This design comes from an exercise in tuning for small area, a short achievable clock period and few clock cycles on the open sky130 flow, not from production work.
Only simulation tests tie the RTL to the original design; equivalence was not proved.
Power and IR drop assume default switching activity.

--- config.mk ---
export PLATFORM = sky130hd
export DESIGN_NAME = fifo_queue_with_match_remove
export DESIGN_NICKNAME = fifo_queue_with_match_remove
export VERILOG_FILES = /design/flow/design.v
export SDC_FILE = /design/flow/constraint.sdc
export NUM_CORES = 4
export LEC_CHECK = 0
export CAP_MARGIN = 20
export CORE_MARGIN = 2
export CORE_UTILIZATION = 40
export PLACE_DENSITY = 0.6
export SLEW_MARGIN = 20
--- constraint.sdc ---
create_clock -name core_clock -period 5.0 [get_ports {i_clk}]
set_input_delay 1.0000 -clock core_clock [delete_from_list [all_inputs] [get_ports {i_clk}]]
set_output_delay 1.0000 -clock core_clock [all_outputs]
set_load 0.01 [all_outputs]
--- design.v ---
`default_nettype none
package fqmr_pkg;
    localparam int DATA_BITS = 32;
    localparam int MAX_VALUE_BITS = 64;
    localparam int DEF_QUEUE_DEPTH = 16;
    localparam int DEF_VALUE_BITS  = 32;
    typedef enum logic [1:0] {
        FUNC_PUSH   = 2'd0,
        FUNC_POP    = 2'd1,
        FUNC_REMOVE = 2'd2,
        FUNC_LIST   = 2'd3
    } t_func;
    typedef enum logic [1:0] {
        STAT_OK    = 2'd0,
        STAT_FULL  = 2'd1,
        STAT_EMPTY = 2'd2
    } t_status;
    typedef struct packed {
        logic we;
        logic re;
    } t_mem_ctl;
    typedef struct packed {
        t_status               status;
        logic                  removed;
        logic [DATA_BITS-1:0]  entry_value;
        logic                  entry_valid;
        logic [DATA_BITS-1:0]  front_value;
        logic                  queue_empty;
        logic                  last;
    } t_result;
endpackage
`default_nettype wire
`default_nettype none
module fqmr_store #(
    parameter int QUEUE_DEPTH = fqmr_pkg::DEF_QUEUE_DEPTH,
    parameter int VALUE_BITS  = fqmr_pkg::DEF_VALUE_BITS
) (
    input  wire                              i_clk,
    input  fqmr_pkg::t_mem_ctl               i_ctl,
    input  wire  [$clog2(QUEUE_DEPTH)-1:0]   i_waddr,
    input  wire  [VALUE_BITS-1:0]            i_wdata,
    input  wire  [$clog2(QUEUE_DEPTH)-1:0]   i_raddr,
    output logic [VALUE_BITS-1:0]            o_rdata
);
    logic [VALUE_BITS-1:0] r_mem [QUEUE_DEPTH];
    logic [VALUE_BITS-1:0] r_rdata;
    always_ff @(posedge i_clk) begin
        if (i_ctl.we) begin
            r_mem[i_waddr] <= i_wdata;
        end
        if (i_ctl.re) begin
            r_rdata <= r_mem[i_raddr];
        end
    end
    assign o_rdata = r_rdata;
endmodule
`default_nettype wire
`default_nettype none
module fqmr_seq #(
    parameter int QUEUE_DEPTH = fqmr_pkg::DEF_QUEUE_DEPTH,
    parameter int VALUE_BITS  = fqmr_pkg::DEF_VALUE_BITS
) (
    input  wire                                i_clk,
    input  wire                                i_rst_n,
    input  wire                                i_valid,
    output logic                               o_ready,
    input  fqmr_pkg::t_func                    i_func,
    input  wire  [fqmr_pkg::DATA_BITS-1:0]     i_data,
    output logic                               o_res_valid,
    output fqmr_pkg::t_result                  o_res,
    input  wire                                i_res_ready,
    output fqmr_pkg::t_mem_ctl                 o_mem_ctl,
    output logic [$clog2(QUEUE_DEPTH)-1:0]     o_waddr,
    output logic [VALUE_BITS-1:0]              o_wdata,
    output logic [$clog2(QUEUE_DEPTH)-1:0]     o_raddr,
    input  wire  [VALUE_BITS-1:0]              i_rdata
);
    localparam int AW = $clog2(QUEUE_DEPTH);
    localparam int CW = $clog2(QUEUE_DEPTH + 1);
    typedef enum logic [7:0] {
        S_IDLE = 8'b0000_0001,
        S_RD   = 8'b0000_0010,
        S_CMP  = 8'b0000_0100,
        S_SHR  = 8'b0000_1000,
        S_SHW  = 8'b0001_0000,
        S_EMIT = 8'b0010_0000,
        S_LRD  = 8'b0100_0000,
        S_LEM  = 8'b1000_0000
    } t_state;
    t_state                r_state, n_state;
    logic [CW-1:0]         r_count, n_count;
    logic [CW-1:0]         r_idx, n_idx;
    logic [VALUE_BITS-1:0] r_key, n_key;
    logic [VALUE_BITS-1:0] r_front, n_front;
    logic [VALUE_BITS-1:0] r_eval, n_eval;
    logic                  r_evalid, n_evalid;
    logic                  r_removed, n_removed;
    fqmr_pkg::t_status               r_status, n_status;
    logic [fqmr_pkg::MAX_VALUE_BITS-1:0] in_wide;
    logic [VALUE_BITS-1:0]     v_in;
    logic [fqmr_pkg::MAX_VALUE_BITS-1:0] front_wide, eval_wide, rdata_wide;
    logic [CW-1:0]             idx_inc, idx_dec;
    logic                      key_hit;
    logic                      list_last;
    logic                      full_push;
    logic                      idx_held;
    assign in_wide    = fqmr_pkg::MAX_VALUE_BITS'(i_data);
    assign v_in       = in_wide[VALUE_BITS-1:0];
    assign front_wide = fqmr_pkg::MAX_VALUE_BITS'(r_front);
    assign eval_wide  = fqmr_pkg::MAX_VALUE_BITS'(r_eval);
    assign rdata_wide = fqmr_pkg::MAX_VALUE_BITS'(i_rdata);
    assign idx_inc    = CW'(r_idx + CW'(1));
    assign idx_dec    = CW'(r_idx - CW'(1));
    assign key_hit    = (i_rdata == r_key);
    assign list_last  = (idx_inc == r_count);
    assign full_push  = i_valid && o_ready && (i_func == fqmr_pkg::FUNC_PUSH) &&
                        (r_count == CW'(QUEUE_DEPTH));
    assign idx_held   = (r_idx != '0) && (r_idx < r_count);
    always_comb begin
        n_state   = r_state;
        n_count   = r_count;
        n_idx     = r_idx;
        n_key     = r_key;
        n_front   = r_front;
        n_eval    = r_eval;
        n_evalid  = r_evalid;
        n_removed = r_removed;
        n_status  = r_status;
        o_ready     = 1'b0;
        o_mem_ctl   = '0;
        o_waddr     = idx_dec[AW-1:0];
        o_wdata     = i_rdata;
        o_raddr     = r_idx[AW-1:0];
        o_res_valid = 1'b0;
        o_res.status      = r_status;
        o_res.removed     = r_removed;
        o_res.entry_value = eval_wide[fqmr_pkg::DATA_BITS-1:0];
        o_res.entry_valid = r_evalid;
        o_res.front_value = (r_count == '0) ? '0 : front_wide[fqmr_pkg::DATA_BITS-1:0];
        o_res.queue_empty = (r_count == '0);
        o_res.last        = 1'b1;
        unique case (r_state)
            S_IDLE: begin
                o_ready = 1'b1;
                if (i_valid) begin
                    n_removed = 1'b0;
                    n_eval    = '0;
                    n_evalid  = 1'b0;
                    n_status  = fqmr_pkg::STAT_OK;
                    n_key     = v_in;
                    n_idx     = '0;
                    n_state   = S_EMIT;
                    unique case (i_func)
                        fqmr_pkg::FUNC_PUSH: begin
                            if (r_count == CW'(QUEUE_DEPTH)) begin
                                n_status = fqmr_pkg::STAT_FULL;
                            end else begin
                                o_mem_ctl.we = 1'b1;
                                o_waddr      = r_count[AW-1:0];
                                o_wdata      = v_in;
                                if (r_count == '0) begin
                                    n_front = v_in;
                                end
                                n_count = CW'(r_count + CW'(1));
                            end
                        end
                        fqmr_pkg::FUNC_POP: begin
                            if (r_count == '0) begin
                                n_status = fqmr_pkg::STAT_EMPTY;
                            end else begin
                                n_eval   = r_front;
                                n_evalid = 1'b1;
                                n_idx    = CW'(1);
                                n_state  = S_SHR;
                            end
                        end
                        fqmr_pkg::FUNC_REMOVE: begin
                            if (r_count != '0) begin
                                n_state = S_RD;
                            end
                        end
                        fqmr_pkg::FUNC_LIST: begin
                            if (r_count != '0) begin
                                n_state = S_LRD;
                            end
                        end
                        default: begin
                            n_state = S_EMIT;
                        end
                    endcase
                end
            end
            S_RD: begin
                o_mem_ctl.re = 1'b1;
                n_state      = S_CMP;
            end
            S_CMP: begin
                n_idx = idx_inc;
                if (key_hit) begin
                    n_removed = 1'b1;
                    n_state   = S_SHR;
                end else if (idx_inc == r_count) begin
                    n_state = S_EMIT;
                end else begin
                    n_state = S_RD;
                end
            end
            S_SHR: begin
                if (r_idx >= r_count) begin
                    n_count = CW'(r_count - CW'(1));
                    n_state = S_EMIT;
                end else begin
                    o_mem_ctl.re = 1'b1;
                    n_state      = S_SHW;
                end
            end
            S_SHW: begin
                o_mem_ctl.we = 1'b1;
                if (idx_dec == '0) begin
                    n_front = i_rdata;
                end
                n_idx   = idx_inc;
                n_state = S_SHR;
            end
            S_EMIT: begin
                o_res_valid = 1'b1;
                if (i_res_ready) begin
                    n_state = S_IDLE;
                end
            end
            S_LRD: begin
                o_mem_ctl.re = 1'b1;
                n_state      = S_LEM;
            end
            S_LEM: begin
                o_res_valid       = 1'b1;
                o_res.status      = fqmr_pkg::STAT_OK;
                o_res.removed     = 1'b0;
                o_res.entry_value = rdata_wide[fqmr_pkg::DATA_BITS-1:0];
                o_res.entry_valid = 1'b1;
                o_res.last        = list_last;
                if (i_res_ready) begin
                    if (list_last) begin
                        n_state = S_IDLE;
                    end else begin
                        n_idx   = idx_inc;
                        n_state = S_LRD;
                    end
                end
            end
            default: begin
                n_state = S_IDLE;
            end
        endcase
    end
    always_ff @(posedge i_clk) begin
        if (!i_rst_n) begin
            r_state <= S_IDLE;
            r_count <= '0;
        end else begin
            r_state <= n_state;
            r_count <= n_count;
        end
        r_idx     <= n_idx;
        r_key     <= n_key;
        r_front   <= n_front;
        r_eval    <= n_eval;
        r_evalid  <= n_evalid;
        r_removed <= n_removed;
        r_status  <= n_status;
    end
endmodule
`default_nettype wire
`default_nettype none
module fifo_queue_with_match_remove #(
    parameter int QUEUE_DEPTH = fqmr_pkg::DEF_QUEUE_DEPTH,
    parameter int VALUE_BITS  = fqmr_pkg::DEF_VALUE_BITS
) (
    input  wire         i_clk,
    input  wire         i_rst_n,
    input  wire         i_s_tvalid,
    output logic        o_s_tready,
    input  wire  [31:0] i_s_tdata,    
    input  wire  [1:0]  i_s_tuser,    
    output logic        o_m_tvalid,
    input  wire         i_m_tready,
    output logic [63:0] o_m_tdata,    
    output logic [4:0]  o_m_tuser,    
    output logic        o_m_tlast     
);
    localparam int AW = $clog2(QUEUE_DEPTH);
    fqmr_pkg::t_mem_ctl              mem_ctl;
    logic [AW-1:0]         mem_waddr, mem_raddr;
    logic [VALUE_BITS-1:0] mem_wdata, mem_rdata;
    logic                  res_valid, res_ready;
    fqmr_pkg::t_result               res;
    logic    r_out_valid;
    fqmr_pkg::t_result r_out;
    fqmr_seq #(
        .QUEUE_DEPTH (QUEUE_DEPTH),
        .VALUE_BITS  (VALUE_BITS)
    ) u_seq (
        .i_clk       (i_clk),
        .i_rst_n     (i_rst_n),
        .i_valid     (i_s_tvalid),
        .o_ready     (o_s_tready),
        .i_func      (fqmr_pkg::t_func'(i_s_tuser)),
        .i_data      (i_s_tdata),
        .o_res_valid (res_valid),
        .o_res       (res),
        .i_res_ready (res_ready),
        .o_mem_ctl   (mem_ctl),
        .o_waddr     (mem_waddr),
        .o_wdata     (mem_wdata),
        .o_raddr     (mem_raddr),
        .i_rdata     (mem_rdata)
    );
    fqmr_store #(
        .QUEUE_DEPTH (QUEUE_DEPTH),
        .VALUE_BITS  (VALUE_BITS)
    ) u_store (
        .i_clk   (i_clk),
        .i_ctl   (mem_ctl),
        .i_waddr (mem_waddr),
        .i_wdata (mem_wdata),
        .i_raddr (mem_raddr),
        .o_rdata (mem_rdata)
    );
    assign res_ready = !r_out_valid || i_m_tready;
    always_ff @(posedge i_clk) begin
        if (!i_rst_n) begin
            r_out_valid <= 1'b0;
        end else if (res_ready) begin
            r_out_valid <= res_valid;
        end
        if (res_ready && res_valid) begin
            r_out <= res;
        end
    end
    assign o_m_tvalid = r_out_valid;
    assign o_m_tdata  = {r_out.front_value, r_out.entry_value};
    assign o_m_tuser  = {r_out.queue_empty, r_out.entry_valid, r_out.removed, r_out.status};
    assign o_m_tlast  = r_out.last;
endmodule
`default_nettype wire
--- run.sh ---
#!/bin/bash
# synth_recipe.tcl (not shown) runs the flow's synth.tcl, then flattens the netlist and writes it again
# the make line also repeats each setting of config.mk as NAME=value (left out here)
make -C /OpenROAD-flow-scripts/flow DESIGN_CONFIG=/design/flow/config.mk WORK_HOME=/design/flow/orfs CLKGATE_MAP_FILE= SYNTH_SCRIPT=/design/flow/synth_recipe.tcl finish
==> run summary <==
cell usage after synthesis (3+ instances only):
| library cell | n | share of area (%) |
|---|---|---|
| buf_1 | 8 | 0.10 |
| mux2i_1 | 126 | 4.3 |
| o21ai_1 | 32 | 0.55 |
| nor4_1 | 9 | 0.19 |
| nand2b_1 | 5 | 0.11 |
| nand2_1 | 171 | 2.2 |
| a22oi_1 | 31 | 0.80 |
| a31oi_1 | 7 | 0.15 |
| a21o_1 | 4 | 0.10 |
| nor2b_1 | 39 | 0.84 |
| mux2_1 | 64 | 2.5 |
| xnor2_1 | 11 | 0.33 |
| nor3b_1 | 3 | 0.077 |
| buf_2 | 31 | 0.53 |
| inv_1 | 8 | 0.10 |
| a211oi_1 | 3 | 0.077 |
| a221oi_1 | 31 | 0.93 |
| nor2_1 | 67 | 0.86 |
| nor3_1 | 9 | 0.15 |
| nand3_1 | 6 | 0.10 |
| edfxtp_1 | 719 | 74 |
| dfxtp_1 | 14 | 0.96 |
| nand4_1 | 3 | 0.064 |
| mux4_2 | 66 | 5.1 |
| a21oi_1 | 41 | 0.70 |
| clkbuf_1 | 39 | 0.50 |
| and3_1 | 4 | 0.086 |
| ha_1 | 11 | 0.47 |
| nand3b_1 | 3 | 0.077 |
| xor2_1 | 38 | 1.1 |
| and2_1 | 39 | 0.84 |
cell families (layout without fill, tap and decap cells):
family	count (synthesis)	count (layout)	share of synthesized area, %
AND/OR/NAND/NOR	372	372	6.11
XOR/XNOR	49	49	1.47
flip-flops	733	733	74.9
multiplexers	256	256	11.9
other	0	2	0
adder cells (fa/ha/maj)	12	12	0.540
buffers and inverters	90	295	1.33
AO/OA/AOI/OAI	166	166	3.77
power groups by stage:
stage	Clock, mW	Sequential, mW	Combinational, mW
finish	5.46	7.44	4.04
global route	5.81	7.47	4.42
CTS	5.57	7.44	4.07
detailed placement	0	7.57	4.05
global placement	0	7.56	4.00
floorplan	0	7.58	2.82
flip-flops by register name, indices dropped and copies added, names as in the netlist:
name	flops
r_out	70
r_out_valid	1
u_seq.r_count	5
u_seq.r_eval	32
u_seq.r_evalid	1
u_seq.r_front	32
u_seq.r_idx	5
u_seq.r_key	32
u_seq.r_removed	1
u_seq.r_state	8
u_seq.r_status	2
u_store.r_mem	512
u_store.r_rdata	32
worst max-delay path by stage:
| stage | start | end | slack (ns) | depth (start not counted) |
|---|---|---|---|---|
| global route | i_s_tuser[0] | u_store.r_mem[3][1] | 1.37 | 8 |
| global placement | i_s_tuser[1] | u_store.r_mem[10][18] | 0.99 | 7 |
| detailed placement | i_s_tuser[1] | u_store.r_mem[3][29] | 0.91 | 7 |
| finish | i_s_tuser[0] | u_store.r_mem[10][19] | 1.51 | 7 |
| CTS | i_s_tuser[1] | u_store.r_mem[10][19] | 1.56 | 7 |
| floorplan | i_m_tready | r_out[0] | 0.19 | 2 |
per-layer routing:
metal | up-vias | track usage (%) | share of wire [%]
met1 | 7799 | 24.7 | 44
met5 | - | 0 | 0
met4 | 0 | 5.61 | 2.2
li1 | 6829 | - | -
met2 | 451 | 29.0 | 48
met3 | 85 | 2.62 | 5.9
per-stage QoR:
step                      cell area [sq um]  setup slack (ns)  total power, mW
after global placement                31700             0.992             11.6
after detailed placement              31700             0.913             11.6
after CTS                             34100              1.56             17.1
final                                 34100              1.51             16.9
after floorplan                       29200             0.187             10.4
after global routing                  34100              1.37             17.7
critical path, delay by kind of cell:
kind	cells	cell delay, ns
AND/OR/NAND/NOR	4	1.59
buffers and inverters	2	0.77
AO/OA/AOI/OAI	1	0.40
cell type report:
class	instances	area, sq um	area share (%)
multi-input cells	855	7120	20.9
repair buffers	151	1500	4.40
diodes	2	5.00	0.0147
flip-flops and latches	733	21900	64.1
well taps	959	1200	3.52
clock buffers	93	1970	5.76
clock inverters	40	408	1.20
inverters	11	46.3	0.136
==> impl_metrics.py <==
metrics = {
    "run_status": {
        "outcome": "no timing/DRC/antenna violations",
    },
    "setup_path": {
        "r2r_end": "u_store.r_mem[8][1]",
        "worst_setup_path_start_kind": "input pin",
        "worst_path_class_setup": "in -> reg",
        "cp_cell_sequence": "clkdlybuf4s50_1 > nor2_1 > and2_1 > and3_1 > a31oi_1 > nor2_4 > buf_12",
        "cells_on_worst_reg2reg_path": 8,
        "crit_path_max_incr_delay_ns": 0.73,
        "worst_setup_end_kind": "flop",
        "crit_path_max_fanout": 18,
        "crit_path_max_delay_cell_type": "nor2_4",
        "r2r_slack_ns": 1.64,
        "critical_register_to_register_path_startpoint": "u_seq.r_count[1]",
        "worstPathRequired_ns": 5.30,
        "worst_ep_arrival_time_ns": 3.79,
    },
    "clocking": {
        "post_cts_hold_buffer_count": 0,
        "clock-root-buffer": "clkbuf_16",
        "insertion_delay_of_the_later_clocked_pin_in_the_worst_skew_pair_ns": 0.62,
        "cts-buffers-inserted": 75,
        "cts_max_level": 3,
        "clkTransAtPathRegs_ns": 0.06,
        "clock_tree.buffer_depth": 3,
        "post-cts-setup-buffer-count": 0,
        "clkSinkCount": 733,
        "cts_tree": "done",
        "post_cts_resize_count": 0,
    },
    "placement": {
        "buffer_ports.inserted": 109,
        "hpwlAfterDp_um": 40100,
        "post-place-cells": 2708,
        "gpl.final_weighted_congestion": 0.824,
    },
    "die": {
        "die_area_sq_um": 75200,
        "num_rows": 99,
        "initial_utilization_pct": 40.2,
        "design.portCount": 110,
        "die_h_um": 274,
        "die-width_um": 274,
        "floorplan.core_area_sq_um": 72600,
    },
    "cells_and_area": {
        "nNetsFinal": 1877,
        "finalCoreUtilization_pct": 47.0,
        "layoutNonFillerInstCount": 2844,
        "fillers": 6092,
        "layout-drive-gt1-share_pct": 12.7,
        "layout.cells.most_common": "edfxtp_1",
        "layout.cells.most_common_list": "edfxtp_1 (719), nand2_1 (171), mux2i_1 (126), clkdlybuf4s50_1 (109), clkbuf_16 (76)",
        "area_growth_pct": 16.8,
    },
    "synth": {
        "post_synth_instance_area_sq_um": 29200,
        "syn-instance-count": 1678,
        "postSynthRegisterBits": 733,
        "synth_fp_nets": 1728,
        "mean_cell_area_of_the_mapped_netlist_sq_um": 17.4,
        "ys_async_sr_fraction_pct": 0,
        "yosys_warnings": 3,
        "synth_edf_count": 719,
        "yosys.cell_types.count": 61,
        "yosys_most_used_dff": "edfxtp_1",
        "synth_seq_area_share_pct": 74.9,
    },
    "power_and_ir_drop": {
        "ir_worst_vdd_uv": 281,
        "power.leakage_nw": 11.3,
        "seqPwrFrac_pct": 43.9,
        "p_int_mw": 12.1,
        "p_sw_mw": 4.83,
        "switching_share_pct": 28.5,
        "combPwrFrac_pct": 23.9,
        "power.density_nw_per_um2": 497,
        "p_clk_share_pct": 32.2,
    },
    "timing": {
        "worstMarginPinSlew_ns": 1.06,
        "finalHoldViolCount": 0,
        "max_freq_mhz": 286,
        "clk_skew_ns": 0.0242,
        "setup_viol": 0,
        "grt_setup_unrepaired": "false",
        "fin_crit_sh_pct": 69.8,
        "post-route-min-period_ns": 3.49,
        "hold_slack_final_ns": 0.519,
        "setup-tns-final_ns": 0,
        "maxSlewViolCount": 0,
        "slew-limit-headroom_pct": 28.3,
    },
    "global_routing": {
        "grt_first_pass_wirelength_um": 98200,
        "grt_max_degree": 88,
        "grt_pass1_vias": 15278,
        "antenna_found_initial": 4,
        "globalRoute.totalOverflow": 0,
        "grtUsageTotal_pct": 17.8,
    },
    "min_path": {
        "hold_class": "reg -> reg",
        "hold_start": "u_seq.r_evalid",
        "whs_endpoint": "r_out[34]",
        "timing.hold.worst_path_depth": 1,
    },
    "route": {
        "drt_first_pass_iters": 5,
        "dr_total_vias": 15164,
        "drcViolationCount": 0,
        "drt.antenna.violating_nets": 0,
        "avgViaCountPerCell": 5.33,
        "drt_iter0_drc": 1276,
        "route.detailed.wl_per_inst_um": 23.4,
        "totalWireLength_um": 66600,
    },
    "flow_run": {
        "maxCapViolations": 0,
    },
}
Testbench counts, summed over its fixed seeds: cycles 38,937.

what the ideal ports hide:
In the flow no input, the clock included, has a driving cell. The finished layout below was timed again as built, in two steps.
Step 1 assumes that a clkbuf_16 drives the clock port and a buf_2 every other input.
Step 2, shift: input delay + t, output delay - t, t = (earliest + latest rising clock arrival at the registers) / 2. This alone moves slack from input paths to output paths.
a / b / c = ideal / step 1 / step 2; a / b = the first two.
t, ns: 0.669
slack for setup (ns): 1.508 / 1.538 / 0.870
worst slew at a driven data input, ns: 0.06
pins driven straight from the clock port: 1
After both steps this run still meets setup and hold. The setup slack of this run moves by +0.030 ns with the drivers and by -0.638 ns with both steps.
